From an optimization exercise on the open Yosys and OpenROAD flow, aimed at small area and a short achievable clock period; shortcuts taken in it are not production practice. The RTL was checked by simulation tests, not by an equivalence proof against the original design. Power is estimated from default activity; no workload was simulated.

<file path="design/flow/config.mk">
export PLATFORM = sky130hd
export DESIGN_NAME = pic_ctrl
export DESIGN_NICKNAME = pic_ctrl
export VERILOG_FILES = /design/flow/design.v
export SDC_FILE = /design/flow/constraint.sdc
export NUM_CORES = 4
export LEC_CHECK = 0
export ABC_AREA = 1
export CAP_MARGIN = 20
export CORE_MARGIN = 2
export CORE_UTILIZATION = 50
export SETUP_SLACK_MARGIN = 5
export SLEW_MARGIN = 20
export TNS_END_PERCENT = 5
</file>
<file path="design/flow/constraint.sdc">
create_clock -name core_clock -period 8.5 [get_ports {clk}]
set_input_delay 1.7000 -clock core_clock [delete_from_list [all_inputs] [get_ports {clk}]]
set_output_delay 1.7000 -clock core_clock [all_outputs]
set_load 0.01 [all_outputs]
</file>
<file path="design/flow/design.v">
package pic_pkg;
  localparam logic [24:0] PRIO_HI  = 25'(32'hf00c_0000 >> 7);
  localparam logic [24:0] EN_HI    = 25'(32'hf00c_2000 >> 7);
  localparam logic [24:0] GW_HI    = 25'(32'hf00c_4000 >> 7);
  localparam logic [24:0] CLR_HI   = 25'(32'hf00c_5000 >> 7);
  localparam logic [25:0] PEND_HI  = 26'(32'hf00c_1000 >> 6);
  localparam logic [31:0] PICCFG   = 32'hf00c_3000;
endpackage
module pic_ctrl
(
  input  logic        clk,
  input  logic        rst,
  input  logic [31:0] extintsrc_req,
  input  logic        picm_rden,
  input  logic        picm_wren,
  input  logic [31:0] picm_rdaddr,
  input  logic [31:0] picm_wraddr,
  input  logic [31:0] picm_wr_data,
  input  logic [3:0]  meipt,
  input  logic [3:0]  meicurpl,
  output logic [31:0] picm_rd_data,
  output logic [7:0]  claimid,
  output logic [3:0]  pl,
  output logic        mexintpend,
  output logic        mhwakeup
);
  logic        wk_prio, wk_en, wk_gw, wk_clr, wk_pc;
  logic [3:0]  wlo;    
  logic [7:0]  whi;    
  logic [3:0]  wd;
  logic        cfg_rst;
  logic        priord;
  logic [3:0]  q      [32];
  logic [31:0] en, pol, typ;
  logic [31:0] s1, edgep;
  logic [31:0] cand;
  logic [1:0]  hmax;
  logic [31:0] rd_q;
  logic [4:0]  id_q;
  logic [3:0]  pl_q;
  logic        pend_q, wake_q;
  logic [31:0] wsel;
  logic [3:0]  wq;
  logic        wd0, wd1;
  logic        priord_n, flip;
  logic [3:0]  q_n    [32];
  logic [31:0] en_n, pol_n, typ_n, clr, edge_n, pend_n, elig_n;
  always_comb begin
    for (int n = 0; n < 32; n++) wsel[n] = wlo[n % 4] & whi[n / 4];
  end
  assign wq  = wd ^ {4{priord & ~cfg_rst}};
  assign wd0 = wd[0];
  assign wd1 = wd[1];
  assign priord_n = wk_pc ? wd0 : priord;
  assign flip     = wk_pc & (wd[0] ^ priord);
  always_comb begin
    q_n[0] = '0;
    en_n[0] = 1'b0; pol_n[0] = 1'b0; typ_n[0] = 1'b0; clr[0] = 1'b0;
    for (int n = 1; n < 32; n++) begin
      q_n[n]   = (wk_prio & wsel[n]) ? wq : (q[n] ^ {4{flip}});
      en_n[n]  = (wk_en & wsel[n]) ? wd0 : en[n];
      pol_n[n] = (wk_gw & wsel[n]) ? wd0 : pol[n];
      typ_n[n] = (wk_gw & wsel[n]) ? wd1 : typ[n];
      clr[n]   = wk_clr & wsel[n];
    end
  end
  logic [31:0] edge_w;
  assign edge_w = (s1 ^ pol) | (edgep & ~clr);
  assign edge_n = edge_w & {32{~(rst | cfg_rst)}};
  assign pend_n = (s1 ^ pol_n) | (edge_w & typ_n);
  assign elig_n = pend_n & en_n;
  logic wvalid;
  assign wvalid = picm_wren & ~rst;
  logic [31:0] rdec;
  logic [3:0]  rq;
  logic        ren, rpol, rtyp;
  logic        rvalid, h_prio, h_en, h_gw, h_pc, h_pend;
  logic [31:0] rsel, rd_n;
  logic        bypass;
  always_comb begin
    for (int n = 0; n < 32; n++) rdec[n] = (picm_rdaddr[6:2] == 5'(n));
  end
  always_comb begin
    rq   = {4{priord_n & rdec[0]}};   
    ren  = 1'b0;
    rpol = 1'b0;
    rtyp = 1'b0;
    for (int n = 1; n < 32; n++) begin
      rq   = rq   | (q_n[n] & {4{rdec[n]}});
      ren  = ren  | (en_n[n] & rdec[n]);
      rpol = rpol | (pol_n[n] & rdec[n]);
      rtyp = rtyp | (typ_n[n] & rdec[n]);
    end
  end
  assign rvalid = picm_rden & ~rst;
  assign h_prio = rvalid & (picm_rdaddr[31:7] == pic_pkg::PRIO_HI);
  assign h_en   = rvalid & (picm_rdaddr[31:7] == pic_pkg::EN_HI);
  assign h_gw   = rvalid & (picm_rdaddr[31:7] == pic_pkg::GW_HI);
  assign h_pc   = rvalid & (picm_rdaddr == pic_pkg::PICCFG);
  assign h_pend = rvalid & (picm_rdaddr[31:6] == pic_pkg::PEND_HI) & (picm_rdaddr[5:2] == 4'd0);
  assign rsel = ({32{h_pend}} & pend_n)
              | {28'b0, {4{h_prio}} & (rq ^ {4{priord_n}})}
              | {31'b0, h_en & ren}
              | {30'b0, h_gw & rtyp, h_gw & rpol}
              | {31'b0, h_pc & priord_n};
  assign bypass = rvalid && picm_wren && (picm_rdaddr == picm_wraddr);
  assign rd_n   = bypass ? picm_wr_data : rsel;
  logic [31:0] xh3, xh2, c, cand_n;
  logic        A3, A2, A1;
  logic [1:0]  hmax_n;
  always_comb begin
    for (int n = 0; n < 32; n++) begin
      xh3[n] = elig_n[n] & q_n[n][3];
      xh2[n] = elig_n[n] & q_n[n][2];
    end
  end
  assign A3 = |(xh3 & xh2);
  assign A2 = |xh3;
  assign A1 = A2 | (|xh2);
  always_comb begin
    for (int n = 0; n < 32; n++)
      c[n] = ((xh3[n] & xh2[n]) | ~A3) & (xh3[n] | ~A2) & (xh3[n] | xh2[n] | ~A1);
  end
  assign cand_n = c & elig_n & {32{~rst}};
  assign hmax_n = {A2, A3 | (A1 & ~A2)} & {2{~rst}};
  logic [31:0] xl1, xl0, d;
  logic        B3, B2, B1, any;
  logic [3:0]  win_prio;
  logic [4:0]  win_id, enc_id;
  always_comb begin
    for (int n = 0; n < 32; n++) begin
      xl1[n] = cand[n] & q[n][1];
      xl0[n] = cand[n] & q[n][0];
    end
  end
  assign B3 = |(xl1 & xl0);
  assign B2 = |xl1;
  assign B1 = B2 | (|xl0);
  always_comb begin
    for (int n = 0; n < 32; n++)
      d[n] = cand[n] & ((xl1[n] & xl0[n]) | ~B3) & (xl1[n] | ~B2) & (xl1[n] | xl0[n] | ~B1);
  end
  logic [15:0] o1; logic [7:0] o2; logic [3:0] o3; logic [1:0] o4;
  logic [15:0] i1; logic [7:0][1:0] i2; logic [3:0][2:0] i3; logic [1:0][3:0] i4;
  always_comb begin
    for (int k = 0; k < 16; k++) begin o1[k] = d[2*k] | d[2*k+1]; i1[k] = ~d[2*k]; end
    for (int k = 0; k < 8; k++) begin o2[k] = o1[2*k] | o1[2*k+1]; i2[k] = o1[2*k] ? {1'b0, i1[2*k]} : {1'b1, i1[2*k+1]}; end
    for (int k = 0; k < 4; k++) begin o3[k] = o2[2*k] | o2[2*k+1]; i3[k] = o2[2*k] ? {1'b0, i2[2*k]} : {1'b1, i2[2*k+1]}; end
    for (int k = 0; k < 2; k++) begin o4[k] = o3[2*k] | o3[2*k+1]; i4[k] = o3[2*k] ? {1'b0, i3[2*k]} : {1'b1, i3[2*k+1]}; end
    enc_id = o4[0] ? {1'b0, i4[0]} : {1'b1, i4[1]};
  end
  assign win_prio = {hmax, B2, B3 | (B1 & ~B2)};
  assign any      = hmax[1] | hmax[0] | B1;
  assign win_id   = any ? enc_id : 5'd0;
  logic       pord;
  logic [3:0] ipt_eff, curpl_eff;
  assign pord      = priord & ~cfg_rst;
  assign ipt_eff   = meipt ^ {4{pord}};
  assign curpl_eff = meicurpl ^ {4{pord}};
  always_ff @(posedge clk) begin
    cfg_rst <= rst;
    for (int k = 0; k < 4; k++) wlo[k] <= rst | (picm_wraddr[3:2] == 2'(k));
    for (int k = 0; k < 8; k++) whi[k] <= rst | (picm_wraddr[6:4] == 3'(k));
    wd      <= picm_wr_data[3:0] & {4{~rst}};
    wk_prio <= rst | (wvalid & (picm_wraddr[31:7] == pic_pkg::PRIO_HI));
    wk_en   <= rst | (wvalid & (picm_wraddr[31:7] == pic_pkg::EN_HI));
    wk_gw   <= rst | (wvalid & (picm_wraddr[31:7] == pic_pkg::GW_HI));
    wk_clr  <= wvalid & (picm_wraddr[31:7] == pic_pkg::CLR_HI);
    wk_pc   <= rst | (wvalid & (picm_wraddr == pic_pkg::PICCFG));
    priord <= priord_n;
    for (int n = 0; n < 32; n++) q[n] <= q_n[n];
    en     <= en_n;
    pol    <= pol_n;
    typ    <= typ_n;
    edgep  <= edge_n;
    cand   <= cand_n;
    hmax   <= hmax_n;
    rd_q   <= rd_n;
  end
  always_ff @(posedge clk) begin
    if (rst) begin
      s1     <= '0;
      id_q   <= '0;
      pl_q   <= '0;
      pend_q <= 1'b0;
      wake_q <= 1'b0;
    end else begin
      s1     <= {extintsrc_req[31:1], 1'b0};
      id_q   <= win_id;
      pl_q   <= win_prio ^ {4{pord}};
      pend_q <= (win_prio > ipt_eff) && (win_prio > curpl_eff);
      wake_q <= (win_prio == 4'd15);
    end
  end
  assign picm_rd_data = rd_q;
  assign claimid      = {3'b0, id_q};
  assign pl           = pl_q;
  assign mexintpend   = pend_q;
  assign mhwakeup     = wake_q;
endmodule
</file>
<file path="design/flow/run.sh">
#!/bin/bash
# synth_recipe.tcl (not shown) runs the flow's synth.tcl, then flattens the netlist and writes it again
# the make line also repeats each setting of config.mk as NAME=value (left out here)
make -C /OpenROAD-flow-scripts/flow DESIGN_CONFIG=/design/flow/config.mk WORK_HOME=/design/flow/orfs CLKGATE_MAP_FILE= SYNTH_SCRIPT=/design/flow/synth_recipe.tcl finish
</file>
==> results of run 1 <==
## layout by cell type, fill, tap and decap left out, types with 14 or more instances in the layout
cell	synthesis	routed
nand3b_1	21	21
xnor2_1	103	103
nor2_4	0	20
o211ai_1	23	23
buf_4	12	32
a21oi_1	93	91
o21a_1	20	20
nand4_1	45	45
o21ai_1	140	139
nor2_2	4	14
nand3_1	156	155
dfxtp_1	378	373
clkbuf_16	0	42
inv_1	242	241
clkdlybuf4s50_1	0	174
nor2_1	378	348
a22oi_1	18	16
o21ai_0	175	173
xor2_1	75	75
nand2_1	1187	1179
## report_power, final
group / switching [uW] / leakage [uW] / internal (uW)
Clock: 801 / 0.000765 / 1260
Sequential: 267 / 0.00314 / 2170
Combinational: 1470 / 0.00790 / 722
Total: 2540 / 0.0118 / 4150
## critical path, cell delays in order, from the launching register on
cell and delay (ns):
dfxtp_4 0.41, inv_2 0.23, nand2_2 0.20, nand3_4 0.21, buf_12 0.24, xor2_1 0.18
o21ai_1 0.20, nand4_1 0.22, nand2_1 0.08, nor2_1 0.22, nand2_1 0.11, nor2_2 0.28
nand2_4 0.22, nand2_1 0.11, nand2_1 0.05, nor2_1 0.31
## cells by family after synthesis
kind of cell	synth area share, %
buf+inv	7.22
compound gates	12.8
xor+xnor	7.47
flops	36.3
other cells	0.0180
simple gates	35.8
fa+ha+maj	0.480
## how the worst max path moves through the flow
stage / end / slack [ns]
after floorplan: rd_q[10]$_DFF_P_ / 5.07
after global placement: rd_q[0]$_DFF_P_ / 3.01
after detailed placement: rd_q[0]$_DFF_P_ / 3.00
after CTS: rd_q[18]$_DFF_P_ / 4.97
after global routing: rd_q[0]$_DFF_P_ / 4.98
final: cand[24]$_DFF_P_ / 5.02
## layer usage
layer	global-route usage (%)	vias up	routed length, um
met5	0	-	0
met4	16.3	0	3940
met3	5.40	213	6900
met2	56.9	1130	35400
met1	48.7	10300	33800
li1	-	10800	-
## state kept, by name, indices dropped and copies added (netlist names), 2 cells and up
| signal | count |
|---|---|
| whi | 8 |
| id_q | 5 |
| hmax | 2 |
| s1 | 31 |
| pl_q | 4 |
| q | 124 |
| wlo | 4 |
| edgep | 31 |
| cand | 31 |
| typ | 31 |
| wd | 4 |
| en | 31 |
| rd_q | 32 |
| pol | 31 |
## metrics by stage
step	util (%)	worst slack [ns]
floorplan	-	5.07
global placement	56.2	3.01
detailed placement	56.2	3.00
CTS	61.4	4.97
global route	61.9	4.98
finish	61.9	5.02
## cell type report
cell class              count  area share [%]
multi-input cells        2535            48.5
flip-flops and latches    378            29.9
repair buffers            227            9.01
clock inverters            20            1.39
repair inverters            1          0.0197
clock buffers              57            4.80
well taps                 532            2.62
inverters                 253            3.82
## timing repair
| action | 4_1_cts | 5_1_grt |
|---|---|---|
| resized for setup | 98 | 38 |
| gates cloned | 5 | 1 |
| setup endpoints to repair | 70 | 66 |
| pin swaps | 12 | 5 |
| setup buffers | 16 | 6 |
==> out/metrics.csv, run 1 <==
stage,metric,value,unit
logic_synthesis,synth_edf_count,0,
routing,viasPerCell,5.62,
final_layout,final_cells,4003,
setup_path,critical_path_class,flop to flop,
global_route,grt_pass1_wl,120000,um
sta,finalCritPeriodShare,41.0,%
sta,tightest_slew,0.977,ns
sta,setup_tns,0,ns
worst_hold_path,holdPathEnd,edgep[25]$_DFF_P_,
floorplan,rows,74,
routing,wl_per_cell,20.0,um
place,numPortBuffers,181,
final_layout,drive_above_1_share,6.63,%
place,place_congestion,0.970,
setup_path,r2r_end,cand[24]$_DFF_P_,
power_and_ir_drop,ir_drop,0.000187,V
clock_network,numCtsBuffers,42,
setup_path,endpoint_kind,flop,
logic_synthesis,synth_area_leaders,"dfxtp_1, nand2_1, nor2_1, inv_1, xnor2_1",
clock_network,cts_root_buf,clkbuf_16,
routing,postRouteAntennaNets,0,
final_layout,postLayoutCellArea,0.0254,sq mm
clock_network,clock_latency,0.60,ns
routing,drc,0,
floorplan,die_h,208,um
global_route,grt_usage,36.0,%
global_route,grt_max_degree,73,
setup_path,r2r_start,wd[0]$_DFF_P_,
setup_path,cp-start-kind,flop,
logic_synthesis,synth_top_area_share,36.3,%
worst_hold_path,min_path_type,flop to flop,
sta,finalMaxSlewViolations,0,
final_layout,n_antenna_cell,0,
flow_run,max-cap-violations,0,
logic_synthesis,synth-async-reset-ratio,0,%
final_layout,areaGrowthSynthToFinish,21.6,%
logic_synthesis,synth_most_common_cell,nand2_1,
clock_network,cts_tree,built,
global_route,grt_antenna_before_repair,1,
power_and_ir_drop,power_leakage,0.0118,uW
sta,hold_viol_final,0,
worst_hold_path,hold_depth,2,
logic_synthesis,yosysWarnings,3,
setup_path,crit_required,8.95,ns
sta,setup_violations,0,
global_route,overflow,0,
setup_path,crit_start,wd[0]$_DFF_P_,
logic_synthesis,syn_area,0.0209,sq mm
sta,slew_headroom,34.9,%
sta,skew,0.0288,ns
final_layout,final_nets,3586,
place,dpl_cell_area,0.0230,sq mm
floorplan,dieWidth,208,um
floorplan,start_util,50.9,%
power_and_ir_drop,power_density,264,mW/mm^2
sta,max_freq,287,MHz
setup_path,critPathMaxFanout,26,
setup_path,rrSetupSlack,5.02,ns
worst_hold_path,min-delay-start,edgep[25]$_DFF_P_,
floorplan,core,0.0410,sq mm
setup_path,r2r_cells,15,
clock_network,cts.clk_slew.worst_paths,0.06,ns
place,dp_cells,3898,
logic_synthesis,synth-seq-cells,378,
routing,finalWirelength,80100,um
final_layout,fillerInstances,3910,
logic_synthesis,avgSynthCellArea,6.41,sq um
clock_network,htreeDepth,2,
power_and_ir_drop,p_total,6690,uW
logic_synthesis,synth_flop_cell,dfxtp_1,
setup_path,arrival,3.93,ns
logic_synthesis,yosysSeqAreaShare,36.3,%
floorplan,ios,186,
clock_network,hold_buffers,0,
final_layout,regArea,0.00758,sq mm
sta,fin_crit,3.48,ns
clock_network,clockBufferDepth,3,
run_status,outcome,timing/DRC/antenna clean,
final_layout,multi_input_area,0.0123,sq mm
floorplan,die_area,0.0434,sq mm
logic_synthesis,yosysTopAreaCell,dfxtp_1,
routing,dr.pass1.iters,7,
logic_synthesis,synth_cells,3258,
sta,rsz0062_at_grt,yes,
clock_network,cts_sinks,378,
place,dp_hpwl,60600,um
logic_synthesis,yosysUniqueCellTypes,45,
routing,drtIter0Drc,2318,
logic_synthesis,synth_common_cells,"nand2_1, dfxtp_1, nor2_1, inv_1, o21ai_0",
routing,vias,22500,
global_route,grt_pass1_vias,21100,
sta,hold_ws,0.501,ns
==> inputs of run 2 (changes only) <==
==> design/flow/flow/run.sh (new file) <==
#!/bin/bash
# Own layout flow: the standard ORFS flow, with a different ABC mapping script for the
# combinational logic and the smallest buffer on the ports. Every tool's output goes to a log here.
set -euo pipefail
W=$(pwd)
rm -rf "$W/scripts_local"
mkdir -p "$W/scripts_local"
cp -r "$FLOW_HOME/scripts/." "$W/scripts_local/"
cp "$W/flow/abc_area.script" "$W/scripts_local/abc_area.script"
# The flow settings of config.mk also go on make's command line, as in standard.sh.
KNOBS=()
while read -r kw k eq v; do
  case "$k" in
    PLATFORM|DESIGN_NAME|DESIGN_NICKNAME|VERILOG_FILES|SDC_FILE|NUM_CORES|LEC_CHECK) ;;
    *) [[ "$kw" == export && "$eq" == "=" ]] && KNOBS+=("$k=$v") ;;
  esac
done < "$W/config.mk"
echo "knobs: ${KNOBS[*]}" > "$W/knobs.log"
make -C "$FLOW_HOME" DESIGN_CONFIG="$W/config.mk" WORK_HOME="$W/orfs" CLKGATE_MAP_FILE= \
  SYNTH_SCRIPT="$W/synth_recipe.tcl" SCRIPTS_DIR="$W/scripts_local" \
  BUFFER_PORTS_ARGS="-buffer_cell sky130_fd_sc_hd__buf_1" \
  "${KNOBS[@]}" finish > "$W/make.log" 2>&1
R="$W/orfs/results/$FLOW_PLATFORM/pic_ctrl/base"
: # left out here: write the final layout as DEF
==> design/flow/flow/abc_area.script (new file) <==
strash; dc2; strash; &get -n; &dch -f; &nf -R 1000; &put; topo
==> design/flow/standard.sh (new file) <==
#!/bin/bash
# synth_recipe.tcl (not shown) runs the flow's synth.tcl, then flattens the netlist and writes it again
# the make line also repeats each setting of config.mk as NAME=value (left out here)
make -C /OpenROAD-flow-scripts/flow DESIGN_CONFIG=/design/flow/config.mk WORK_HOME=/design/flow/orfs CLKGATE_MAP_FILE= SYNTH_SCRIPT=/design/flow/synth_recipe.tcl "${@:-finish}"
removed: design/flow/run.sh
==> out/metrics.csv, run 2 <==
stage,metric,value,unit
worst_hold_path,holdPathEnd,typ[27]$_DFF_P_,
setup_path,arrival,4.22,ns
logic_synthesis,avgSynthCellArea,8.33,sq um
clock_network,htreeDepth,2,
logic_synthesis,synth_common_cells,"dfxtp_1, nor2_1, nand3_1, a21oi_1, nand2_1",
run_status,outcome,timing/DRC/antenna clean,
routing,dr.pass1.iters,6,
routing,route.layer.met1.wl,31000,um
sta,setup_violations,0,
global_route,grt_pass1_wl,118000,um
setup_path,endpoint_kind,flop,
sta,setup_slack,4.74,ns
worst_hold_path,min_path_type,flop to flop,
final_layout,areaGrowthSynthToFinish,29.0,%
power_and_ir_drop,seqPwrFrac,36.0,%
logic_synthesis,synth-seq-cells,378,
routing,drtIter0Drc,2345,
logic_synthesis,yosysUniqueCellTypes,48,
floorplan,die_area,0.0392,sq mm
logic_synthesis,synth_cells,2257,
routing,wl_per_cell,26.7,um
sta,finalCritPeriodShare,44.3,%
final_layout,reg.largest.list,"q: 124 flops, rd_q: 32 flops",
clock_network,cts.clk_slew.worst_paths,0.06,ns
sta,skew,0.0128,ns
global_route,overflow,0,
setup_path,cp-start-kind,primary input,
global_route,grt_usage,41.2,%
clock_network,clockBufferDepth,3,
floorplan,ios,186,
logic_synthesis,yosysWarnings,3,
sta,hold_viol_final,0,
routing,finalWirelength,83000,um
final_layout,final_common_cell,dfxtp_1,
final_layout,largest_reg_flops,124,
routing,viasPerCell,6.39,
routing,drc,0,
power_and_ir_drop,switchingPower,2650,uW
sta,tightest_slew,1.09,ns
logic_synthesis,synth_edf_count,0,
logic_synthesis,synth_area_leaders,"dfxtp_1, xor2_1, nor2_1, nand3_1, a21oi_1",
sta,max_freq,266,MHz
final_layout,final_cell_mix,"dfxtp_1, nor2_1, nand3_1, a21oi_1, buf_1",
worst_hold_path,min-delay-start,typ[27]$_DFF_P_,
final_layout,n_antenna_cell,0,
clock_network,clock_latency,0.60,ns
power_and_ir_drop,p_clk_share,29.2,%
flow_run,max-cap-violations,0,
logic_synthesis,yosysSeqAreaShare,40.3,%
logic_synthesis,synth-async-reset-ratio,0,%
logic_synthesis,yosysTopAreaCell,dfxtp_1,
global_route,grt_pass1_vias,18500,
power_and_ir_drop,p_int,4280,uW
floorplan,core,0.0373,sq mm
routing,vias,19800,
place,dp_hpwl,58900,um
routing,met2WireLength,37700,um
power_and_ir_drop,sw_frac_of_total,38.3,%
place,dpl_cell_area,0.0207,sq mm
final_layout,drive_above_1_share,15.2,%
final_layout,postLayoutCellArea,0.0242,sq mm
global_route,grt_max_degree,56,
sta,finalMaxSlewViolations,0,
place,post-place-ws,2.77,ns
clock_network,hold_buffers,0,
power_and_ir_drop,power_density,286,mW/mm^2
floorplan,dieWidth,198,um
routing,wl_met3,7280,um
clock_network,cts_root_buf,clkbuf_16,
clock_network,numCtsBuffers,43,
routing,top_layer,met4,
place,numPortBuffers,181,
clock_network,cts_tree,built,
final_layout,largest-register,q,
logic_synthesis,syn_area,0.0188,sq mm
sta,fin_crit,3.76,ns
sta,slew_headroom,26.9,%
setup_path,r2r_end,cand[7]$_DFF_P_,
floorplan,start_util,50.4,%
logic_synthesis,synth_flop_cell,dfxtp_1,
final_layout,final_nets,2743,
setup_path,critical_path_class,primary input to flop,
setup_path,critPathMaxFanout,9,
power_and_ir_drop,ir_drop,0.000194,V
power_and_ir_drop,comb_power_share,34.8,%
sta,rsz0062_at_grt,yes,
place,place_congestion,1.01,
logic_synthesis,synth_most_common_cell,dfxtp_1,
worst_hold_path,hold_depth,2,
setup_path,r2r_start,whi[1]$_DFF_P_,
setup_path,r2r_cells,14,
logic_synthesis,synth_top_area_share,40.3,%
routing,postRouteAntennaNets,0,
power_and_ir_drop,power_leakage,0.00927,uW
clock_network,cts_sinks,378,
floorplan,rows,71,
floorplan,die_h,198,um
global_route,grt_antenna_before_repair,0,
sta,hold_ws,0.476,ns
setup_path,rrSetupSlack,4.77,ns
sta,setup_tns,0,ns
setup_path,crit_required,8.96,ns
==> run 2: changes by cell type after synthesis, moves of 61 or more <==
cell      delta
inv_1      -242
a21oi_1     +90
clkinv_1   +130
o21ai_0     -98
xor2_1      +70
nor2_1      -80
o21ai_1    -140
nand2_1   -1033
mux2i_1     +61
==> run 2: cell type report <==
class                   count  area (sq um)
multi-input cells        1748         12100
flip-flops and latches    378          7620
clock buffers              61          1210
inverters                 133           526
fillers                  3214         13100
clock inverters            19           313
repair buffers            291          1900
well taps                 474           593
==> run 2: how the worst max path moves through the flow <==
| stage | depth (start not counted) | slack, ns | start | end |
|---|---|---|---|---|
| CTS | 12 | 4.87 | picm_rdaddr[4] | rd_q[3]$_DFF_P_ |
| global placement | 13 | 2.84 | wk_gw$_DFF_P_ | cand[19]$_DFF_P_ |
| global route | 15 | 4.64 | whi[1]$_DFF_P_ | cand[4]$_DFF_P_ |
| detailed placement | 13 | 2.77 | wk_gw$_DFF_P_ | cand[10]$_DFF_P_ |
| floorplan | 6 | 4.42 | picm_rdaddr[14] | rd_q[10]$_DFF_P_ |
| finish | 9 | 4.74 | picm_rdaddr[5] | rd_q[0]$_DFF_P_ |
==> run 2: kinds of logic after synthesis <==
logic type	synth area share, %
DFF	40.3
xor gates and xnor gates	9.88
other	0.0199
AOI/OAI and AO/OA	16.8
muxes	6.72
buffers and inverters	2.78
and+or+nand+nor	23.1
adders and majority gates	0.533
==> run 2: metrics by stage <==
| step | power [uW] | util [%] | std cells |
|---|---|---|---|
| final | 6930 | 65.0 | 3104 |
| after global routing | 7170 | 65.0 | 3104 |
| after CTS | 6730 | 63.5 | 3090 |
| after detailed placement | 4390 | 55.5 | 2958 |
| after global placement | 4350 | 55.5 | 2958 |
| after floorplan | 3650 | - | 2259 |
==> run 2: worst max-delay path: stages <==
cell	delay (ns)
buf_4	0.17
and2_0	0.31
and3_2	0.40
a22oi_1	0.28
nand4_1	0.23
nor4_4	0.39
a2111oi_1	0.18
a2111oi_4	0.43
a21oi_1	0.13
==> run 2: power groups by stage <==
stage	registers, uW	clock network, uW	logic [uW]
2_1_floorplan	2440	0	1210
3_3_place_gp	2490	0	1860
3_5_place_dp	2510	0	1880
4_1_cts	2470	2030	2220
5_1_grt	2530	2100	2540
6_report	2490	2020	2410
==> run 2: layer usage <==
metal,GRT usage (%),vias up
li1,-,8891
met1,49.3,9418
met2,66.0,1182
met3,8.47,350
met4,29.6,0
met5,0,-
==> run 2: what timing repair did <==
item | CTS | global route
setup buffers | 47 | 10
pin swaps | 35 | 37
gates resized for setup | 264 | 80
setup endpoints to repair | 71 | 70
gates cloned | 5 | 4
==> inputs of run 3 (changes only) <==
--- a/design/flow/flow/run.sh
+++ b/design/flow/flow/run.sh
@@ -1,5 +1,6 @@
 #!/bin/bash
 # Own layout flow: the standard ORFS flow, with a different ABC mapping script for the
-# combinational logic and the smallest buffer on the ports. Every tool's output goes to a log here.
+# combinational logic, the smallest buffer on the ports, and timing repair aimed at a period
+# of 2.8 ns (setup margin 5.7 ns at the 8.5 ns clock). Every tool's output goes to a log here.
 set -euo pipefail
 W=$(pwd)
@@ -20,5 +21,5 @@
   SYNTH_SCRIPT="$W/synth_recipe.tcl" SCRIPTS_DIR="$W/scripts_local" \
   BUFFER_PORTS_ARGS="-buffer_cell sky130_fd_sc_hd__buf_1" \
-  "${KNOBS[@]}" finish > "$W/make.log" 2>&1
+  "${KNOBS[@]}" SETUP_SLACK_MARGIN=5.7 finish > "$W/make.log" 2>&1
 R="$W/orfs/results/$FLOW_PLATFORM/pic_ctrl/base"
 : # left out here: write the final layout as DEF
--- a/design/flow/config.mk
+++ b/design/flow/config.mk
@@ -10,5 +10,4 @@
 export CORE_MARGIN = 2
 export CORE_UTILIZATION = 50
-export SETUP_SLACK_MARGIN = 5
 export SLEW_MARGIN = 20
 export TNS_END_PERCENT = 5
==> out/metrics.csv, run 3 <==
stage,metric,value,unit
final_layout,final_cell_mix,"dfxtp_1, nor2_1, nand3_1, buf_1, a21oi_1",
final_layout,drive_above_1_share,18.8,%
sta,skew,0.0322,ns
run_status,outcome,timing/DRC/antenna clean,
logic_synthesis,synth_cells,2257,
clock_network,cts_root_buf,clkbuf_16,
place,dp_cells,2956,
sta,slew_headroom,34.3,%
sta,rsz0062_at_grt,yes,
worst_hold_path,min_path_type,flop to flop,
flow_run,max-cap-violations,0,
setup_path,slowest_stage,nor4_4,
routing,postRouteAntennaNets,0,
floorplan,rows,71,
clock_network,cts_sinks,378,
setup_path,crit_required,8.95,ns
setup_path,r2r_start,cand[19]$_DFF_P_,
setup_path,crit_start,picm_rdaddr[3],
sta,setup_violations,0,
setup_path,crit_chain,buf_4 -> and2_0 -> and3_1 -> a22oi_1 -> nand4_1 -> nor4_4 -> a2111oi_2 -> a2111oi_4 -> a21oi_1,
final_layout,largest_reg_flops,124,
logic_synthesis,synth_top_family_by_area,simple AND/OR/NAND/NOR gates,
sta,setup_tns,0,ns
floorplan,dieWidth,198,um
setup_path,critPathMaxFanout,11,
routing,wl_per_cell,27.3,um
sta,tightest_slew,0.984,ns
place,numPortBuffers,181,
clock_network,clockBufferDepth,3,
routing,vias,20400,
logic_synthesis,yosysWarnings,3,
floorplan,ios,186,
setup_path,crit_buf_inv,1,
global_route,grt_pass1_wl,121000,um
power_and_ir_drop,power_leakage,0.00953,uW
logic_synthesis,yosysUniqueCellTypes,48,
logic_synthesis,synth_xor_area_share,9.88,%
routing,drtIter0Drc,2121,
logic_synthesis,muxShareOfSynthArea,6.72,%
logic_synthesis,synth_adder_area_share,0.532,%
floorplan,start_util,50.4,%
setup_path,endpoint_kind,flop,
final_layout,largest-register,q,
logic_synthesis,synth_most_common_cell,dfxtp_1,
floorplan,core,0.0373,sq mm
setup_path,critical_path_class,primary input to flop,
clock_network,cts_tree,built,
final_layout,final_common_cell,dfxtp_1,
final_layout,areaGrowthSynthToFinish,33.2,%
floorplan,die_h,198,um
clock_network,numCtsBuffers,42,
logic_synthesis,syn_area,0.0188,sq mm
routing,finalWirelength,85800,um
logic_synthesis,synth_common_cells,"dfxtp_1, nor2_1, nand3_1, a21oi_1, nand2_1",
routing,viasPerCell,6.47,
place,place_congestion,1.02,
logic_synthesis,synth_flop_cell,dfxtp_1,
logic_synthesis,yosysTopAreaCell,dfxtp_1,
power_and_ir_drop,ir_drop,0.000219,V
setup_path,cp_top_family,simple AND/OR/NAND/NOR gates,
setup_path,cp-start-kind,primary input,
sta,max_freq,265,MHz
logic_synthesis,yosys.area_share.simple,23.1,%
clock_network,htreeDepth,2,
power_and_ir_drop,power_density,284,mW/mm^2
logic_synthesis,synth-async-reset-ratio,0,%
logic_synthesis,synth-seq-cells,378,
logic_synthesis,synth_top_area_share,40.3,%
logic_synthesis,synth_compound_area_share,16.8,%
sta,hold_viol_final,0,
global_route,grt_antenna_before_repair,0,
global_route,grt_pass1_vias,18900,
final_layout,reg.largest.list,"q: 124 flops, rd_q: 32 flops",
logic_synthesis,avgSynthCellArea,8.33,sq um
sta,fin_crit,3.77,ns
sta,finalCritPeriodShare,44.3,%
logic_synthesis,yosysSeqAreaShare,40.3,%
global_route,grt_usage,42.3,%
sta,finalMaxSlewViolations,0,
final_layout,n_antenna_cell,0,
global_route,overflow,0,
global_route,grt_max_degree,56,
setup_path,max_stage_delay,0.42,ns
place,dp_hpwl,59700,um
final_layout,final_nets,2788,
final_layout,final_cells,3145,
logic_synthesis,synth_edf_count,0,
clock_network,clock_latency,0.58,ns
clock_network,cts.clk_slew.worst_paths,0.06,ns
floorplan,die_area,0.0392,sq mm
logic_synthesis,synth_area_leaders,"dfxtp_1, xor2_1, nor2_1, nand3_1, a21oi_1",
worst_hold_path,min-delay-start,typ[27]$_DFF_P_,
routing,dr.pass1.iters,8,
setup_path,arrival,4.22,ns
routing,drc,0,
==> run 3: where the power goes <==
part           internal [uW]  leakage [uW]  switching, uW  total [uW]
combinational           1060       0.00570           1690        2740
clock                   1090      0.000676            778        1870
sequential              2180       0.00315            323        2500
total                   4330       0.00953           2790        7110
==> run 3: logic make-up (layout without fill, tap and decap cells) <==
group / after synthesis / in the layout
AOI/OAI and AO/OA: 490 / 490
xor gates and xnor gates: 212 / 212
adders and majority gates: 8 / 8
buffers and inverters: 136 / 545
DFF: 378 / 378
muxes: 119 / 119
other: 1 / 3
and+or+nand+nor: 913 / 916
==> run 3: metrics by stage <==
| step | utilization, % | total power, uW | worst slack [ns] | cell area, sq um | hold slack [ns] |
|---|---|---|---|---|---|
| after floorplan | - | 3650 | 4.42 | 19000 | 0.438 |
| after global placement | 55.3 | 4370 | 2.84 | 20600 | 0.451 |
| after detailed placement | 55.3 | 4400 | 2.87 | 20600 | 0.467 |
| after CTS | 64.3 | 6740 | 4.86 | 24000 | 0.480 |
| after global routing | 67.1 | 7340 | 4.75 | 25000 | 0.490 |
| final | 67.1 | 7110 | 4.73 | 25000 | 0.482 |
==> run 3: worst paths after layout <==
| kind | slack [ns] | depth (start not counted) | end |
|---|---|---|---|
| min | 0.48 | 2 | typ[27]$_DFF_P_ |
| min reg2reg | 0.48 | 2 | typ[27]$_DFF_P_ |
| max reg2reg | 4.85 | 17 | id_q[0]$_SDFF_PP0_ |
| max | 4.73 | 9 | rd_q[0]$_DFF_P_ |
==> run 3: tightest hold or removal path, stage by stage (launching register included) <==
cell      delay (ns)
dfxtp_1         0.32
mux2i_2         0.08
clkinv_1        0.05
==> run 3: layer usage <==
layer | GRT usage (%) | share of wire [%] | wire [um] | vias up
met5 | 0 | 0 | 0 | -
met4 | 32.2 | 9.8 | 8420 | 0
met3 | 8.84 | 9.7 | 8330 | 411
met2 | 67.0 | 44 | 38100 | 1359
met1 | 50.4 | 36 | 30900 | 9606
li1 | - | - | - | 8984
==> run 3: area by class of cell <==
class	instances	area, sq um
well taps	474	593
clock inverters	16	173
clock buffers	59	1220
multi-input cells	1748	12500
fillers	3021	12300
inverters	133	526
flip-flops and latches	378	7630
repair buffers	337	2420
==> run 3: repair_timing <==
action / CTS / global route
cloned: 9 / 5
hold buffers: 0 / 0
setup buffers: 63 / 37
pin swaps: 64 / 59
gates resized for setup: 331 / 140
setup endpoints to repair: 109 / 77
==> inputs of run 4 (changes only) <==
--- a/design/flow/design.v
+++ b/design/flow/design.v
@@ -67,5 +67,5 @@
   logic [31:0] edge_w;
   assign edge_w = (s1 ^ pol) | (edgep & ~clr);
-  assign edge_n = edge_w & {32{~(rst | cfg_rst)}};
+  assign edge_n = edge_w & {32{~cfg_rst}};
   assign pend_n = (s1 ^ pol_n) | (edge_w & typ_n);
   assign elig_n = pend_n & en_n;
@@ -98,5 +98,5 @@
   assign h_gw   = rvalid & (picm_rdaddr[31:7] == pic_pkg::GW_HI);
   assign h_pc   = rvalid & (picm_rdaddr == pic_pkg::PICCFG);
-  assign h_pend = rvalid & (picm_rdaddr[31:6] == pic_pkg::PEND_HI) & (picm_rdaddr[5:2] == 4'd0);
+  assign h_pend = rvalid & ~cfg_rst & (picm_rdaddr[31:6] == pic_pkg::PEND_HI) & (picm_rdaddr[5:2] == 4'd0);
   assign rsel = ({32{h_pend}} & pend_n)
               | {28'b0, {4{h_prio}} & (rq ^ {4{priord_n}})}
@@ -122,6 +122,6 @@
       c[n] = ((xh3[n] & xh2[n]) | ~A3) & (xh3[n] | ~A2) & (xh3[n] | xh2[n] | ~A1);
   end
-  assign cand_n = c & elig_n & {32{~rst}};
-  assign hmax_n = {A2, A3 | (A1 & ~A2)} & {2{~rst}};
+  assign cand_n = c & elig_n;
+  assign hmax_n = {A2, A3 | (A1 & ~A2)};
   logic [31:0] xl1, xl0, d;
   logic        B3, B2, B1, any;
@@ -174,4 +174,5 @@
     typ    <= typ_n;
     edgep  <= edge_n;
+    s1     <= {extintsrc_req[31:1], 1'b0};
     cand   <= cand_n;
     hmax   <= hmax_n;
@@ -179,6 +180,5 @@
   end
   always_ff @(posedge clk) begin
-    if (rst) begin
-      s1     <= '0;
+    if (rst | cfg_rst) begin
       id_q   <= '0;
       pl_q   <= '0;
@@ -186,5 +186,4 @@
       wake_q <= 1'b0;
     end else begin
-      s1     <= {extintsrc_req[31:1], 1'b0};
       id_q   <= win_id;
       pl_q   <= win_prio ^ {4{pord}};
==> design/flow/flow/run.sh (replaced) <==
#!/bin/bash
# Own layout flow: the standard ORFS flow (standard synthesis), with the smallest buffer on
# the ports instead of the delay cell the resizer picks. Every tool's output goes to a log here.
set -euo pipefail
W=$(pwd)
# The flow settings of config.mk also go on make's command line, as in standard.sh.
KNOBS=()
while read -r kw k eq v; do
  case "$k" in
    PLATFORM|DESIGN_NAME|DESIGN_NICKNAME|VERILOG_FILES|SDC_FILE|NUM_CORES|LEC_CHECK) ;;
    *) [[ "$kw" == export && "$eq" == "=" ]] && KNOBS+=("$k=$v") ;;
  esac
done < "$W/config.mk"
echo "knobs: ${KNOBS[*]}" > "$W/knobs.log"
make -C "$FLOW_HOME" DESIGN_CONFIG="$W/config.mk" WORK_HOME="$W/orfs" CLKGATE_MAP_FILE= \
  SYNTH_SCRIPT="$W/synth_recipe.tcl" \
  BUFFER_PORTS_ARGS="-buffer_cell sky130_fd_sc_hd__buf_1" \
  "${KNOBS[@]}" finish > "$W/make.log" 2>&1
R="$W/orfs/results/$FLOW_PLATFORM/pic_ctrl/base"
: # left out here: write the final layout as DEF
--- a/design/flow/config.mk
+++ b/design/flow/config.mk
@@ -10,4 +10,5 @@
 export CORE_MARGIN = 2
 export CORE_UTILIZATION = 50
+export SETUP_SLACK_MARGIN = 5
 export SLEW_MARGIN = 20
 export TNS_END_PERCENT = 5
removed: design/flow/flow/abc_area.script
==> out/metrics.csv, run 4 <==
stage,metric,value,unit
power_and_ir_drop,comb_power_share,35.9,%
clock_network,clockBufferDepth,3,
sta,tightest_slew,0.916,ns
floorplan,die_h,208,um
flow_run,max-cap-violations,0,
logic_synthesis,synth-async-reset-ratio,0,%
sta,skew,0.0303,ns
sta,setup_tns,0,ns
final_layout,areaGrowthSynthToFinish,15.4,%
sta,slew_headroom,38.2,%
logic_synthesis,synth_flop_cell,dfxtp_1,
sta,max_freq,281,MHz
setup_path,cp_common_cell,inv_1,
global_route,grt_antenna_before_repair,0,
setup_path,critical_path_class,primary input to flop,
setup_path,arrival,4.03,ns
final_layout,reg.largest.list,"q: 124 flops, rd_q: 32 flops",
setup_path,crit_chain,buf_1 -> inv_1 -> nand2_1 -> inv_1 -> nand3_1 -> inv_1 -> a22oi_1 -> nand3_1 -> nor3_1 -> nand3_2 -> a21oi_1 -> a21oi_1,
logic_synthesis,synth_area_leaders,"dfxtp_1, nand2_1, nor2_1, o21ai_0, xnor2_1",
floorplan,start_util,50.7,%
power_and_ir_drop,switchingPower,2740,uW
clock_network,hold_buffers,0,
logic_synthesis,synth_most_common_cell,nand2_1,
sta,setup_violations,0,
sta,finalMaxSlewViolations,0,
sta,finalCritPeriodShare,41.8,%
logic_synthesis,yosysWarnings,3,
power_and_ir_drop,ir_drop,0.000163,V
floorplan,ios,186,
power_and_ir_drop,power_density,288,mW/mm^2
clock_network,htreeDepth,2,
routing,dr.pass1.iters,7,
setup_path,r2r_start,wlo[2]$_DFF_P_,
routing,vias,22000,
routing,postRouteAntennaNets,0,
routing,drtIter0Drc,2057,
place,dp_hpwl,62300,um
setup_path,critPathMaxFanout,5,
setup_path,endpoint_kind,flop,
setup_path,max_stage_delay,0.28,ns
clock_network,clock_latency,0.60,ns
clock_network,cts_root_buf,clkbuf_16,
worst_hold_path,min-delay-start,en[10]$_DFF_P_,
setup_path,cp-start-kind,primary input,
floorplan,core,0.0408,sq mm
clock_network,cts_tree,built,
final_layout,n_antenna_cell,0,
run_status,outcome,timing/DRC/antenna clean,
sta,hold_viol_final,0,
global_route,grt_pass1_wl,121000,um
setup_path,crit_start,picm_rdaddr[5],
sta,fin_crit,3.55,ns
sta,rsz0062_at_grt,yes,
global_route,grt_max_degree,65,
final_layout,final_nets,3551,
logic_synthesis,synth_common_cells,"nand2_1, dfxtp_1, nor2_1, o21ai_0, inv_1",
final_layout,fillerInstances,4011,
power_and_ir_drop,seqPwrFrac,35.5,%
logic_synthesis,yosysSeqAreaShare,36.5,%
power_and_ir_drop,p_int,4150,uW
logic_synthesis,synth_cells,3215,
routing,finalWirelength,82000,um
clock_network,cts.clk_slew.worst_paths,0.06,ns
floorplan,rows,74,
final_layout,final_cell_mix,"nand2_1, dfxtp_1, nor2_1, inv_1, o21ai_0",
final_layout,post-route-util,58.5,%
logic_synthesis,synth_edf_count,0,
routing,viasPerCell,5.56,
logic_synthesis,syn_area,0.0207,sq mm
clock_network,numCtsBuffers,43,
logic_synthesis,avgSynthCellArea,6.44,sq um
setup_path,crit_required,8.98,ns
setup_path,slowest_stage,nor3_1,
clock_network,cts_sinks,378,
global_route,grt_usage,37.0,%
logic_synthesis,yosysTopAreaCell,dfxtp_1,
logic_synthesis,synth_top_area_share,36.5,%
final_layout,largest-register,q,
floorplan,dieWidth,208,um
worst_hold_path,min_path_type,flop to flop,
power_and_ir_drop,p_clk_share,28.6,%
logic_synthesis,yosysUniqueCellTypes,49,
final_layout,largest_reg_flops,124,
logic_synthesis,synth-seq-cells,378,
routing,wl_per_cell,20.7,um
final_layout,drive_above_1_share,6.08,%
global_route,grt_pass1_vias,20300,
place,numPortBuffers,181,
routing,drc,0,
power_and_ir_drop,power_leakage,0.0113,uW
final_layout,final_common_cell,nand2_1,
floorplan,die_area,0.0431,sq mm
power_and_ir_drop,sw_frac_of_total,39.8,%
place,place_congestion,1.01,
global_route,overflow,0,
run 4: final timing paths:
| kind | to | slack (ns) | cells past startpoint |
|---|---|---|---|
| max | rd_q[1]$_DFF_P_ | 4.95 | 12 |
| min | en[10]$_DFF_P_ | 0.48 | 2 |
| max reg2reg | cand[15]$_DFF_P_ | 5.01 | 19 |
| min reg2reg | en[10]$_DFF_P_ | 0.48 | 2 |
run 4: stage by stage:
step	area, sq um	setup slack [ns]	power (uW)	hold WS (ns)	std cells
global route	23900	4.92	7210	0.520	3967
CTS	23700	4.92	6780	0.488	3961
detailed placement	21800	3.74	4660	0.472	3865
finish	23900	4.95	6890	0.485	3967
global placement	21800	3.73	4600	0.458	3865
floorplan	20700	5.02	3980	0.468	3217
run 4: area by class of cell:
type                            count  area, sq um  area share (%)
Tap cell                          532          666            2.78
Clock buffer                       60         1210            5.06
Timing Repair Buffer              231         1250            5.23
Multi-Input combinational cell   2498        12000            50.0
Clock inverter                     17          284            1.19
Inverter                          251          953            3.99
Sequential cell                   378         7580            31.7
run 4: metal layers:
layer  vias up  part of all wire [%]  global-route usage [%]  wire [um]
li1      10700                     -                       -          -
met1     10100                    41                    47.8      33900
met2      1087                    44                    58.4      35800
met3       243                   8.2                    5.52       6680
met4         0                   6.8                    22.7       5560
met5         -                     0                       0          0
run 4: what timing repair did:
item | CTS | global route
pin swaps | 7 | 3
gates resized for setup | 50 | 46
hold endpoints to repair | 0 | 0
setup buffers | 13 | 6
setup endpoints to repair | 42 | 64
gates cloned | 6 | 0
run 4: power groups by stage:
stage	registers (uW)	logic, uW	clock network, uW
floorplan	2410	1570	0
global placement	2460	2150	0
detailed placement	2470	2190	0
CTS	2440	2360	1990
global route	2480	2670	2050
finish	2450	2470	1970
run 4: worst max-delay path: cells and delay by family:
kind | cells | cell delay [ns]
buffers and inverters | 4 | 0.70
AND/OR/NAND/NOR | 5 | 1.10
AO/OA/AOI/OAI | 3 | 0.54
run 4: kinds of logic after synthesis:
family / share of synthesized area (%)
and+or+nand+nor: 36.4
AOI/OAI and AO/OA: 11.6
DFF: 36.5
buffers and inverters: 7.21
xor gates and xnor gates: 7.78
adders and majority gates: 0.483
other: 0.0181
==> inputs of run 5 (changes only) <==
--- a/design/flow/config.mk
+++ b/design/flow/config.mk
@@ -10,4 +10,6 @@
 export CORE_MARGIN = 2
 export CORE_UTILIZATION = 50
+export CTS_BUF_LIST = sky130_fd_sc_hd__clkbuf_4 sky130_fd_sc_hd__clkbuf_8
+export CTS_CLUSTER_SIZE = 30
 export SETUP_SLACK_MARGIN = 5
 export SLEW_MARGIN = 20
==> out/metrics.csv, run 5 <==
stage,metric,value,unit
run_status,outcome,timing/DRC/antenna clean,
sta,hold_viol_final,0,
clock_network,cts_sinks,378,
clock_network,htreeDepth,3,
power_and_ir_drop,ir_drop,0.000186,V
setup_path,slowest_stage,nor3_1,
logic_synthesis,synth_area_leaders,"dfxtp_1, nand2_1, nor2_1, o21ai_0, xnor2_1",
setup_path,cp-start-kind,primary input,
logic_synthesis,synth_cells,3215,
final_layout,reg.largest.list,"q: 124 flops, rd_q: 32 flops",
floorplan,ios,186,
global_route,grt_usage,37.0,%
floorplan,core,0.0408,sq mm
routing,drc,0,
logic_synthesis,avgSynthCellArea,6.44,sq um
routing,viasPerCell,5.54,
sta,max_freq,277,MHz
power_and_ir_drop,power_density,280,mW/mm^2
sta,setup_tns,0,ns
place,dpl_cell_area,0.0218,sq mm
worst_hold_path,min_path_type,flop to flop,
logic_synthesis,synth_top_area_share,36.5,%
logic_synthesis,synth_flop_cell,dfxtp_1,
sta,tightest_slew,1.03,ns
floorplan,rows,74,
setup_path,critical_path_class,primary input to flop,
power_and_ir_drop,p_clk_share,25.9,%
sta,rsz0062_at_grt,yes,
power_and_ir_drop,comb_power_share,37.0,%
setup_path,critPathMaxFanout,8,
routing,postRouteAntennaNets,0,
floorplan,die_h,208,um
clock_network,clock_latency,0.65,ns
global_route,grt_pass1_wl,121000,um
sta,finalCritPeriodShare,42.5,%
logic_synthesis,yosysUniqueCellTypes,49,
final_layout,post-route-util,57.7,%
power_and_ir_drop,sw_frac_of_total,40.7,%
final_layout,largest_reg_flops,124,
logic_synthesis,synth_most_common_cell,nand2_1,
global_route,grt_pass1_vias,20400,
routing,drtIter0Drc,2173,
final_layout,postLayoutCellArea,0.0236,sq mm
setup_path,crit_chain,buf_1 -> nor4_1 -> nand2_1 -> nor2_1 -> nand3b_1 -> nor3_1 -> nand3_1 -> a21oi_1,
final_layout,final_common_cell,nand2_1,
final_layout,n_antenna_cell,0,
flow_run,max-cap-violations,0,
power_and_ir_drop,switchingPower,2690,uW
floorplan,dieWidth,208,um
sta,finalMaxSlewViolations,0,
logic_synthesis,synth_edf_count,0,
routing,vias,22100,
final_layout,final_cell_mix,"nand2_1, dfxtp_1, nor2_1, inv_1, o21ai_0",
clock_network,clockBufferDepth,3,
logic_synthesis,syn_area,0.0207,sq mm
setup_path,max_stage_delay,0.82,ns
logic_synthesis,yosysWarnings,3,
floorplan,start_util,50.7,%
setup_path,crit_required,9.07,ns
power_and_ir_drop,power_leakage,0.0112,uW
final_layout,areaGrowthSynthToFinish,13.7,%
routing,finalWirelength,81700,um
final_layout,final_nets,3569,
sta,fin_crit,3.61,ns
final_layout,largest-register,q,
clock_network,cts_root_buf,clkbuf_8,
clock_network,cts.clk_slew.worst_paths,0.06,ns
setup_path,arrival,4.18,ns
global_route,grt_antenna_before_repair,2,
floorplan,die_area,0.0431,sq mm
place,place_congestion,1.01,
clock_network,cts_tree,built,
logic_synthesis,yosysTopAreaCell,dfxtp_1,
sta,slew_headroom,30.6,%
sta,setup_violations,0,
logic_synthesis,synth_common_cells,"nand2_1, dfxtp_1, nor2_1, o21ai_0, inv_1",
clock_network,numCtsBuffers,66,
place,dp_hpwl,62300,um
power_and_ir_drop,seqPwrFrac,37.1,%
sta,hold_ws,0.486,ns
logic_synthesis,synth-async-reset-ratio,0,%
logic_synthesis,synth-seq-cells,378,
place,numPortBuffers,181,
routing,dr.pass1.iters,6,
logic_synthesis,yosysSeqAreaShare,36.5,%
final_layout,drive_above_1_share,6.73,%
sta,skew,0.0444,ns
global_route,overflow,0,
routing,wl_per_cell,20.4,um
power_and_ir_drop,p_int,3920,uW
setup_path,endpoint_kind,flop,
global_route,grt_max_degree,65,
[run 5: changes by cell type in the layout (fill, tap and decap cells not counted), sizes merged]
cell / change
clkinvlp: +1
clkinv: -2
buf: -4
bufinv: -4
bufbuf: -1
clkbuf: +36
inv: +2
[run 5: through the flow]
stage | instances | total power [uW] | setup slack, ns
global route | 3995 | 6950 | 4.86
finish | 3995 | 6610 | 4.89
floorplan | 3217 | 3980 | 5.02
global placement | 3865 | 4600 | 3.73
detailed placement | 3865 | 4660 | 3.74
CTS | 3990 | 6520 | 4.91
[run 5: repair_timing]
action,in CTS,in global routing
cloned,5,0
hold endpoints to repair,0,0
gates resized for setup,40,35
setup endpoints to repair,42,63
pin swaps,7,2
setup buffers,10,5
hold buffers,0,0
[run 5: final cells by class]
class	instances	area [sq um]
repair buffers	226	1140
multi-input cells	2498	11900
fillers	4037	17300
clock buffers	96	1200
clock inverters	14	115
well taps	532	666
inverters	251	950
flip-flops and latches	378	7580
[run 5: final timing paths]
path	cells past startpoint	endpoint	from	slack (ns)
worst max-delay path	8	rd_q[0]$_DFF_P_	rst	4.89
worst min-delay path	2	en[10]$_DFF_P_	en[10]$_DFF_P_	0.49
worst max register to register	19	cand[24]$_DFF_P_	cfg_rst$_DFF_P_	4.95
worst min register to register	2	en[10]$_DFF_P_	en[10]$_DFF_P_	0.49
[run 5: logic make-up (layout without fill, tap and decap cells)]
group                      count (synthesis)  after routing  share of synthesized area [%]
AOI/OAI and AO/OA                        442            442                           11.6
xor gates and xnor gates                 184            184                           7.78
adders and majority gates                  8              8                          0.483
buffers and inverters                    346            587                           7.21
DFF                                      378            378                           36.5
other                                      1              3                         0.0181
and+or+nand+nor                         1856           1861                           36.4
[run 5: routing by layer]
metal	GRT usage, %	routed length, um	up-vias
met5	0	13	-
met4	23.1	5370	2
met3	6.52	7090	245
met2	57.9	35800	1141
met1	47.3	33400	10000
li1	-	-	10700
[run 5: power by group through the flow]
stage          clock, uW  combinational [uW]  sequential, uW
6_report            1710                2450            2450
5_1_grt             1810                2650            2490
4_1_cts             1730                2350            2440
3_5_place_dp           0                2190            2470
3_3_place_gp           0                2150            2460
2_1_floorplan          0                1570            2410
[run 5: critical path, delay by kind of cell]
family	cells	cell delay (ns)
simple gates	6	2.01
buf+inv	1	0.24
compound gates	1	0.22
==> inputs of run 6 (changes only) <==
--- a/design/flow/config.mk
+++ b/design/flow/config.mk
@@ -9,7 +9,7 @@
 export CAP_MARGIN = 20
 export CORE_MARGIN = 2
-export CORE_UTILIZATION = 50
-export CTS_BUF_LIST = sky130_fd_sc_hd__clkbuf_4 sky130_fd_sc_hd__clkbuf_8
-export CTS_CLUSTER_SIZE = 30
+export CORE_UTILIZATION = 60
+export CTS_CLUSTER_DIAMETER = 80
+export CTS_CLUSTER_SIZE = 24
 export SETUP_SLACK_MARGIN = 5
 export SLEW_MARGIN = 20
==> out/metrics.csv, run 6 <==
stage,metric,value,unit
run_status,outcome,timing/DRC/antenna clean,
setup_path,crit_start,picm_rdaddr[4],
sta,slew_headroom,26.4,%
final_layout,final_nets,3533,
sta,fin_crit,3.49,ns
routing,drc,0,
global_route,grt_usage,42.2,%
power_and_ir_drop,seqPwrFrac,40.5,%
power_and_ir_drop,power_density,262,mW/mm^2
clock_network,cts_sinks,378,
routing,wl_per_cell,20.4,um
clock_network,htreeDepth,1,
final_layout,regArea,0.00758,sq mm
floorplan,die_h,190,um
final_layout,post-route-util,67.2,%
place,numPortBuffers,181,
routing,dr.pass1.iters,7,
power_and_ir_drop,switchingPower,2580,uW
logic_synthesis,synth_common_cells,"nand2_1, dfxtp_1, nor2_1, o21ai_0, inv_1",
setup_path,cp-start-kind,primary input,
final_layout,largest_reg_flops,124,
sta,finalMaxSlewViolations,0,
clock_network,clockBufferDepth,3,
global_route,grt_antenna_before_repair,1,
place,place_congestion,1.05,
clock_network,cts.clk_slew.worst_paths,0.09,ns
logic_synthesis,yosysSeqAreaShare,36.5,%
worst_hold_path,hold_depth,2,
sta,setup_tns,0,ns
setup_path,r2r_cells,18,
flow_run,max-cap-violations,0,
setup_path,r2r_start,wd[0]$_DFF_P_,
logic_synthesis,synth_area_leaders,"dfxtp_1, nand2_1, nor2_1, o21ai_0, xnor2_1",
final_layout,largest-register,q,
logic_synthesis,synth_cells,3215,
final_layout,drive_above_1_share,5.27,%
logic_synthesis,synth_most_common_cell,nand2_1,
sta,tightest_slew,1.09,ns
final_layout,n_antenna_cell,0,
final_layout,final_cells,3850,
place,dp_cells,3789,
logic_synthesis,synth_top_area_share,36.5,%
logic_synthesis,yosysWarnings,3,
power_and_ir_drop,power_leakage,0.0109,uW
sta,finalCritPeriodShare,41.1,%
power_and_ir_drop,comb_power_share,39.6,%
routing,finalWirelength,78600,um
routing,drtIter0Drc,2430,
setup_path,crit_required,8.98,ns
final_layout,fillerInstances,3101,
final_layout,final_common_cell,nand2_1,
clock_network,numCtsBuffers,22,
floorplan,ios,186,
clock_network,hold_buffers,0,
final_layout,final_cell_mix,"nand2_1, dfxtp_1, nor2_1, inv_1, o21ai_0",
clock_network,clock_latency,0.57,ns
routing,vias,22300,
logic_synthesis,yosysTopAreaCell,dfxtp_1,
worst_hold_path,min_path_type,flop to flop,
clock_network,cts_tree,built,
sta,skew,0.0180,ns
global_route,overflow,0,
power_and_ir_drop,sw_frac_of_total,42.7,%
final_layout,areaGrowthSynthToFinish,11.1,%
power_and_ir_drop,p_total,6030,uW
global_route,grt_max_degree,72,
logic_synthesis,syn_area,0.0207,sq mm
global_route,grt_pass1_wl,116000,um
clock_network,cts_root_buf,clkbuf_16,
logic_synthesis,synth_edf_count,0,
floorplan,die_area,0.0360,sq mm
logic_synthesis,synth-seq-cells,378,
routing,postRouteAntennaNets,0,
logic_synthesis,avgSynthCellArea,6.44,sq um
final_layout,reg.largest.list,"q: 124 flops, rd_q: 32 flops",
logic_synthesis,yosysUniqueCellTypes,49,
floorplan,dieWidth,190,um
sta,max_freq,286,MHz
sta,hold_ws,0.496,ns
setup_path,endpoint_kind,flop,
sta,setup_violations,0,
sta,hold_viol_final,0,
sta,rsz0062_at_grt,yes,
setup_path,critical_path_class,primary input to flop,
final_layout,multi_input_area,0.0120,sq mm
logic_synthesis,synth-async-reset-ratio,0,%
logic_synthesis,synth_flop_cell,dfxtp_1,
floorplan,core,0.0343,sq mm
floorplan,rows,68,
worst_hold_path,min-delay-start,edgep[9]$_DFF_P_,
power_and_ir_drop,p_clk_share,19.8,%
power_and_ir_drop,p_int,3450,uW
place,dp_hpwl,58500,um
global_route,grt_pass1_vias,20100,
power_and_ir_drop,ir_drop,0.000247,V
setup_path,critPathMaxFanout,7,
floorplan,start_util,60.4,%
routing,viasPerCell,5.78,
setup_path,arrival,3.97,ns
-- run 6: cell types whose count changed in the layout (fill, tap and decap cells not counted), moves of 6 or more --
| cell | change |
|---|---|
| clkbuf_4 | -19 |
| nor2_1 | -10 |
| clkbuf_16 | +24 |
| nor2_2 | +8 |
| buf_12 | +6 |
| clkbuf_8 | -76 |
| clkinv_2 | -6 |
-- run 6: power groups by stage --
stage | clock [uW] | combinational (uW) | sequential (uW)
2_1_floorplan | 0 | 1570 | 2410
3_3_place_gp | 0 | 2110 | 2450
3_5_place_dp | 0 | 2170 | 2470
4_1_cts | 1190 | 2270 | 2430
5_1_grt | 1260 | 2580 | 2480
6_report | 1200 | 2390 | 2440
-- run 6: worst paths after layout --
| kind | end | slack (ns) |
|---|---|---|
| worst max-delay path | rd_q[1]$_DFF_P_ | 5.01 |
| worst min-delay path | edgep[9]$_DFF_P_ | 0.50 |
| worst max register to register | cand[5]$_DFF_P_ | 5.06 |
| worst min register to register | edgep[9]$_DFF_P_ | 0.50 |
-- run 6: routing by layer --
layer | wire (um) | vias to the layer above | GRT usage, %
met2 | 34600 | 1328 | 67.2
met3 | 7810 | 268 | 4.61
met5 | 0 | - | 0
li1 | - | 10600 | -
met1 | 30900 | 10100 | 55.9
met4 | 5270 | 0 | 23.9
-- run 6: through the flow --
step	worst slack, ns	instance area, sq um
final	5.01	23000
after global routing	4.93	23000
after CTS	4.95	22700
after detailed placement	3.70	21700
after global placement	3.81	21700
after floorplan	5.02	20700
-- run 6: what timing repair did --
action / 4_1_cts / 5_1_grt
setup endpoints to repair: 66 / 69
pin swaps: 8 / 4
setup buffers: 7 / 12
resized for setup: 42 / 68
cloned: 7 / 1
-- run 6: logic make-up (layout without fill, tap and decap cells) --
group / count (synthesis) / count (layout) / share of synthesized area, %
XOR/XNOR: 184 / 184 / 7.78
other: 1 / 3 / 0.0181
AND/OR/NAND/NOR: 1856 / 1863 / 36.4
flip-flops: 378 / 378 / 36.5
AO/OA/AOI/OAI: 442 / 442 / 11.6
adder cells (fa/ha/maj): 8 / 8 / 0.483
buffers and inverters: 346 / 517 / 7.21
-- run 6: layout make-up --
type	instances	share of cell area (%)
multi-input combinational	2500	51.9
tap	455	2.47
timing repair buffer	232	5.51
clock buffer	26	2.64
clock inverter	8	0.402
inverter	251	4.16
sequential	378	32.9
-- run 6: worst max-delay path, stage by stage --
cell     delay (ns)
buf_1          0.26
nand2_1        0.22
inv_1          0.18
nand2_1        0.12
nor2_2         0.56
a22o_1         0.22
inv_1          0.05
nand4_1        0.10
nor2_1         0.06
nand3_1        0.18
a21oi_1        0.13
a21oi_1        0.19
==> inputs of run 7 (changes only) <==
--- a/design/flow/config.mk
+++ b/design/flow/config.mk
@@ -14,3 +14,3 @@
 export SETUP_SLACK_MARGIN = 5
 export SLEW_MARGIN = 20
-export TNS_END_PERCENT = 5
+export TNS_END_PERCENT = 15
==> out/metrics.csv, run 7 <==
stage,metric,value,unit
power_and_ir_drop,p_int,3450,uW
routing,met2WireLength,34600,um
sta,max_freq,286,MHz
power_and_ir_drop,p_clk_share,19.8,%
routing,drc,0,
power_and_ir_drop,switchingPower,2580,uW
final_layout,fillerInstances,3101,
setup_path,cp-start-kind,primary input,
power_and_ir_drop,ir_drop,0.000247,V
final_layout,final_cell_mix,"nand2_1, dfxtp_1, nor2_1, inv_1, o21ai_0",
place,dp_cells,3789,
final_layout,final_nets,3533,
sta,slew_headroom,26.4,%
routing,viasPerCell,5.78,
floorplan,rows,68,
floorplan,start_util,60.4,%
setup_path,endpoint_kind,flop,
sta,hold_ws,0.496,ns
global_route,grt_usage,42.2,%
clock_network,htreeDepth,1,
power_and_ir_drop,seqPwrFrac,40.5,%
clock_network,clockBufferDepth,3,
setup_path,arrival,3.97,ns
routing,wl_per_cell,20.4,um
sta,setup_tns,0,ns
sta,rsz0062_at_grt,yes,
global_route,overflow,0,
final_layout,areaGrowthSynthToFinish,11.1,%
worst_hold_path,min_path_type,flop to flop,
clock_network,cts.clk_slew.worst_paths,0.09,ns
global_route,grt_pass1_wl,116000,um
logic_synthesis,synth_top_area_share,36.5,%
routing,postRouteAntennaNets,0,
logic_synthesis,synth_area_leaders,"dfxtp_1, nand2_1, nor2_1, o21ai_0, xnor2_1",
global_route,grt_max_degree,72,
sta,skew,0.0180,ns
final_layout,n_antenna_cell,0,
final_layout,largest_reg_flops,124,
setup_path,rrSetupSlack,5.06,ns
place,numPortBuffers,181,
floorplan,dieWidth,190,um
routing,route.layer.met1.wl,30900,um
power_and_ir_drop,comb_power_share,39.6,%
logic_synthesis,yosysUniqueCellTypes,49,
logic_synthesis,syn_area,0.0207,sq mm
routing,drtIter0Drc,2430,
logic_synthesis,synth_edf_count,0,
place,dpl_cell_area,0.0217,sq mm
logic_synthesis,avgSynthCellArea,6.44,sq um
routing,finalWirelength,78600,um
power_and_ir_drop,power_leakage,0.0109,uW
floorplan,die_h,190,um
clock_network,cts_root_buf,clkbuf_16,
flow_run,max-cap-violations,0,
final_layout,drive_above_1_share,5.27,%
power_and_ir_drop,power_density,262,mW/mm^2
routing,dr.pass1.iters,7,
logic_synthesis,yosysSeqAreaShare,36.5,%
floorplan,core,0.0343,sq mm
routing,vias,22300,
global_route,grt_antenna_before_repair,1,
setup_path,critPathMaxFanout,7,
logic_synthesis,yosysTopAreaCell,dfxtp_1,
sta,hold_viol_final,0,
sta,finalMaxSlewViolations,0,
logic_synthesis,synth-seq-cells,378,
logic_synthesis,synth_cells,3215,
sta,finalCritPeriodShare,41.1,%
final_layout,largest-register,q,
logic_synthesis,synth_most_common_cell,nand2_1,
final_layout,postLayoutCellArea,0.0230,sq mm
clock_network,cts_sinks,378,
sta,setup_violations,0,
sta,tightest_slew,1.09,ns
setup_path,crit_required,8.98,ns
power_and_ir_drop,sw_frac_of_total,42.7,%
clock_network,hold_buffers,0,
routing,wl_met3,7810,um
floorplan,die_area,0.0360,sq mm
logic_synthesis,synth_flop_cell,dfxtp_1,
global_route,grt_pass1_vias,20100,
clock_network,clock_latency,0.57,ns
setup_path,critical_path_class,primary input to flop,
place,place_congestion,1.05,
logic_synthesis,yosysWarnings,3,
floorplan,ios,186,
final_layout,reg.largest.list,"q: 124 flops, rd_q: 32 flops",
final_layout,final_common_cell,nand2_1,
final_layout,final_cells,3850,
run_status,outcome,timing/DRC/antenna clean,
place,dp_hpwl,58500,um
logic_synthesis,synth_common_cells,"nand2_1, dfxtp_1, nor2_1, o21ai_0, inv_1",
clock_network,cts_tree,built,
sta,fin_crit,3.49,ns
routing,top_layer,met4,
logic_synthesis,synth-async-reset-ratio,0,%
clock_network,numCtsBuffers,22,
[run 7: stage by stage]
step / utilization, % / power, uW / setup slack [ns]
6_report: 67.2 / 6030 / 5.01
5_1_grt: 67.2 / 6310 / 4.93
4_1_cts: 66.2 / 5890 / 4.95
3_5_place_dp: 63.3 / 4640 / 3.70
3_3_place_gp: 63.3 / 4560 / 3.81
2_1_floorplan: - / 3980 / 5.02
[run 7: critical path, stage by stage]
cell	delay (ns)
buf_1	0.26
nand2_1	0.22
inv_1	0.18
nand2_1	0.12
nor2_2	0.56
a22o_1	0.22
inv_1	0.05
nand4_1	0.10
nor2_1	0.06
nand3_1	0.18
a21oi_1	0.13
a21oi_1	0.19
[run 7: metal layers]
metal / GRT usage (%) / vias up
met5: 0 / -
met4: 23.9 / 0
met3: 4.61 / 268
met2: 67.2 / 1328
met1: 55.9 / 10100
li1: - / 10600
[run 7: cell type report]
type / count / area, sq um / area share [%]
Multi-Input combinational cell: 2500 / 12000 / 51.9
Sequential cell: 378 / 7580 / 32.9
Timing Repair Buffer: 232 / 1270 / 5.51
Inverter: 251 / 958 / 4.16
Clock buffer: 26 / 607 / 2.64
Tap cell: 455 / 569 / 2.47
Clock inverter: 8 / 92.6 / 0.402
[run 7: cells by family (layout without fill, tap and decap cells)]
logic type / after synthesis / after routing / share of synthesized area, %
AO/OA/AOI/OAI: 442 / 442 / 11.6
other: 1 / 3 / 0.0181
buffers and inverters: 346 / 517 / 7.21
flip-flops: 378 / 378 / 36.5
XOR/XNOR: 184 / 184 / 7.78
adder cells (fa/ha/maj): 8 / 8 / 0.483
AND/OR/NAND/NOR: 1856 / 1863 / 36.4
[run 7: what timing repair did]
item	4_1_cts	5_1_grt
buffers inserted	7	12
setup endpoints to repair	66	69
pin swaps	8	4
cloned	7	1
resized for setup	42	68
[run 7: final timing paths]
| check | endpoint | depth (start not counted) | start |
|---|---|---|---|
| max | rd_q[1]$_DFF_P_ | 12 | picm_rdaddr[4] |
| min | edgep[9]$_DFF_P_ | 2 | edgep[9]$_DFF_P_ |
| max reg2reg | cand[5]$_DFF_P_ | 18 | wd[0]$_DFF_P_ |
| min reg2reg | edgep[9]$_DFF_P_ | 2 | edgep[9]$_DFF_P_ |
[run 7: power groups by stage]
stage,Sequential [uW],Combinational (uW),Clock [uW]
after floorplan,2410,1570,0
after global placement,2450,2110,0
after detailed placement,2470,2170,0
after CTS,2430,2270,1190
after global routing,2480,2580,1260
final,2440,2390,1200

[static timing again, ports no longer ideal]
The flow's constraints put no driver on any port. The routed layouts listed below were extracted and timed again, unchanged, in two steps.
Step 1 (the two cells are an assumption about what drives the block):
set clk [get_ports {clk}]
set_driving_cell -lib_cell sky130_fd_sc_hd__clkbuf_16 $clk
set_driving_cell -lib_cell sky130_fd_sc_hd__buf_2 [delete_from_list [all_inputs] $clk]
Step 2 times the ports against the registers' clock, not the clock port: input delays grow and output delays shrink by t, the midpoint of the rising clock arrivals with the driver on.
Three values: ideal ports, drivers, drivers and shift; two values: the first two.
run	shift t [ns]	setup WS [ns]	worst setup path at the end	clock arrival spread, ns	worst data-port slew with drivers (ns)
run 1	0.643	5.018 / 5.018 / 4.418	input to register	0.029 / 0.029	0.07
run 2	0.647	4.736 / 4.753 / 4.105	input to register	0.013 / 0.013	0.06
run 3	0.617	4.730 / 4.764 / 4.147	input to register	0.033 / 0.032	0.07
run 4	0.646	4.946 / 4.981 / 4.335	input to register	0.031 / 0.030	0.07
run 5	0.682	4.891 / 4.927 / 4.244	input to register	0.049 / 0.049	0.06
run 6	0.615	5.009 / 5.042 / 4.426	input to register	0.023 / 0.023	0.05
run 7	0.615	5.009 / 5.042 / 4.426	input to register	0.023 / 0.023	0.05
After both steps every run listed still meets setup and hold. The setup slack of run 5, which loses most, moves by +0.036 ns with the drivers and by -0.647 ns with both steps.
